This is an optimization exercise on Yosys and OpenROAD, whose aim is small area, a short achievable clock period and few clock cycles, not a production implementation.
Only simulation tests tie the RTL to the original design; equivalence was not proved.

Setup of v25:
// attn_top
module attn_top (
  input  logic clk,
  input  logic reset_n,
  input  logic dut_valid,
  output logic dut_ready,
  output logic [16-1:0] sram_input_read_address,
  input  logic [32-1:0] sram_input_read_data,
  output logic [16-1:0] sram_weight_read_address,
  input  logic [32-1:0] sram_weight_read_data,
  output logic [16-1:0] sram_result_read_address,
  input  logic [32-1:0] sram_result_read_data,
  output logic                    sram_result_write_enable,
  output logic [16-1:0] sram_result_write_address,
  output logic [32-1:0] sram_result_write_data,
  output logic [16-1:0] sram_scratchpad_read_address,
  input  logic [32-1:0] sram_scratchpad_read_data,
  output logic                    sram_scratchpad_write_enable,
  output logic [16-1:0] sram_scratchpad_write_address,
  output logic [32-1:0] sram_scratchpad_write_data
);
Settings: LEC_CHECK=0, ABC_AREA=1, CAP_MARGIN=20, CORE_MARGIN=2, CORE_UTILIZATION=60, CTS_CLUSTER_DIAMETER=100, CTS_CLUSTER_SIZE=24, SLEW_MARGIN=20; clock period 16.0 ns.
standard.sh (not shown) runs the stock make flow with config.mk's settings and CLKGATE_MAP_FILE= SYNTH_SCRIPT=/design/flow/synth_recipe.tcl, a recipe that flattens the netlist after the stock synthesis.
==> flow/flow/run.sh <==
#!/bin/bash
set -euo pipefail
export BUFFER_PORTS_ARGS="-buffer_cell sky130_fd_sc_hd__buf_2"
export SETUP_SLACK_MARGIN=11.7
bash standard.sh > standard.log 2>&1
v25 did not stop at any stage, and its layout met the timing, design-rule and antenna checks.
Testbench counts of v25, summed over its fixed seeds: cycles 256,851.
Inputs modified between v25 and v46:
==> flow/flow/run.sh <==
#!/bin/bash
set -euo pipefail
export BUFFER_PORTS_ARGS="-buffer_cell sky130_fd_sc_hd__buf_2"
export SETUP_SLACK_MARGIN=11.65
bash standard.sh > standard.log 2>&1
Notes after the runs:
v46 was carried through to the last stage, and its layout satisfied the timing, design-rule and antenna checks. Re hold slack: v46 is 4.0 ps down on v25. In v46 relative to v25, non-filler instance count after layout had gone down slightly. Summary of v46 over v25: sum of negative setup slack barely changed; wire length of the first global-routing pass dropped 1.0%.
Input-level comparison between v33 and v46:
==> flow/flow/run.sh <==
#!/bin/bash
set -euo pipefail
export BUFFER_PORTS_ARGS="-buffer_cell sky130_fd_sc_hd__buf_2"
export SETUP_SLACK_MARGIN=11.6
bash standard.sh > standard.log 2>&1
Notes after the runs:
- The routed wire length per instance in v33 sits about 0.4% below the value recorded for v46.
- v33: flow completed, timing, DRC and antenna clean
- The final area of v46 and that of v33 are within noise of each other.
- Delta (v33 minus v46): post-route clock period utilization up 0.25 points; tightest hold margin flat; relative slew slack shrank by 8.7 points; worst setup margin went down.
Modified inputs, v44 compared to v33
==> flow/flow/run.sh <==
#!/bin/bash
set -euo pipefail
export BUFFER_PORTS_ARGS="-buffer_cell sky130_fd_sc_hd__buf_1"
export SETUP_SLACK_MARGIN=11.68
bash standard.sh > standard.log 2>&1
[summary]
Side by side, area of all placed cells without fillers turned out lower in v44 than in v33. Post-synthesis cell area across v44 and v33: no real change. There was hardly any difference in proportion of cell area spent on the clock network between v33 and v44. Changes observed in v44 relative to v33: minimum period implied by the final worst setup slack fell 65 ps, final worst-path setup slack rose 65 ps.


Setup of rev 12:
attn_top again, from the RTL that the note above started with.
clock: 16.0 ns
lec_check: 0
abc_area: 1
cap_margin: 20
core_margin: 2
core_utilization: 60
cts_cluster_diameter: 100
cts_cluster_size: 24
slew_margin: 20
==> flow/flow/run.sh <==
#!/bin/bash
set -euo pipefail
export BUFFER_PORTS_ARGS="-buffer_cell sky130_fd_sc_hd__buf_2"
export SETUP_SLACK_MARGIN=11.75
bash standard.sh > standard.log 2>&1
Rev 12 completed end to end with timing, DRC and antenna clean.
Testbench counts of rev 12, summed over its fixed seeds: cycles 256,851.
The inputs of rev 13 differ from those of rev 12 as listed below.
# rev 12
export LEC_CHECK = 0
export ABC_AREA = 1
export CAP_MARGIN = 20
export CORE_MARGIN = 2
export CORE_UTILIZATION = 60
export CTS_CLUSTER_DIAMETER = 100
export CTS_CLUSTER_SIZE = 24
export SLEW_MARGIN = 20
create_clock -name core_clock -period 16.0 [get_ports {clk}]
# rev 13
export LEC_CHECK = 0
export ABC_AREA = 1
export CAP_MARGIN = 20
export CORE_MARGIN = 2
export CORE_UTILIZATION = 60
export CTS_CLUSTER_DIAMETER = 100
export CTS_CLUSTER_SIZE = 24
export PLACE_DENSITY = 0.7
export SLEW_MARGIN = 20
create_clock -name core_clock -period 16.0 [get_ports {clk}]
==> flow/flow/run.sh <==
#!/bin/bash
set -euo pipefail
export BUFFER_PORTS_ARGS="-buffer_cell sky130_fd_sc_hd__buf_1"
export SETUP_SLACK_MARGIN=11.7
bash standard.sh > standard.log 2>&1
Findings:
Rev 13 gives less register-to-register slack than rev 12 did.
Rev 12 → rev 13: final number of setup-violating endpoints saw little to no change, wire length per cell about even, design area lost 4.5%, routed length on met1 now smaller.
Relative to rev 12, filler cell count has increased by 3.7% in rev 13.
When rev 13 is measured against rev 12, its via count turns out 0.78% lower.
Rev 13 vs rev 12: layout cell share with drive strength beyond 1 down
Diff rev 12 -> rev 13 | global-route wire length before repair | decrease of 1.8%
Rev 13 finished all stages; the layout is clean.

==> port drivers added, routing unchanged <==
Ports are ideal in the flow. The routed layouts listed here were re-timed in OpenROAD. Step 1, drivers: a clkbuf_16 drives clk and a buf_2 each remaining input, both assumed. Step 2 times the ports against the registers' clock, not the clock port: input delays grow and output delays shrink by t, the midpoint of the rising clock arrivals with the driver on. Three values: ideal, step 1, step 2; two values: the first two.
run	t (ns)	setup WS [ns]	worst data-port slew with drivers (ns)
v25	0.595	11.723 / 11.667 / 11.339	0.04
v46	0.596	11.679 / 11.619 / 11.340	0.05
v33	0.595	11.639 / 11.576 / 11.282	0.06
v44	0.590	11.704 / 11.650 / 11.326	0.05
rev 12	0.609	11.738 / 11.679 / 11.422	0.08
rev 13	0.601	11.708 / 11.651 / 11.393	0.07
After both steps setup and hold are still met in every run listed. For v25, which loses most, drivers alone change the setup slack by -0.056 ns; drivers and shift together by -0.384 ns.
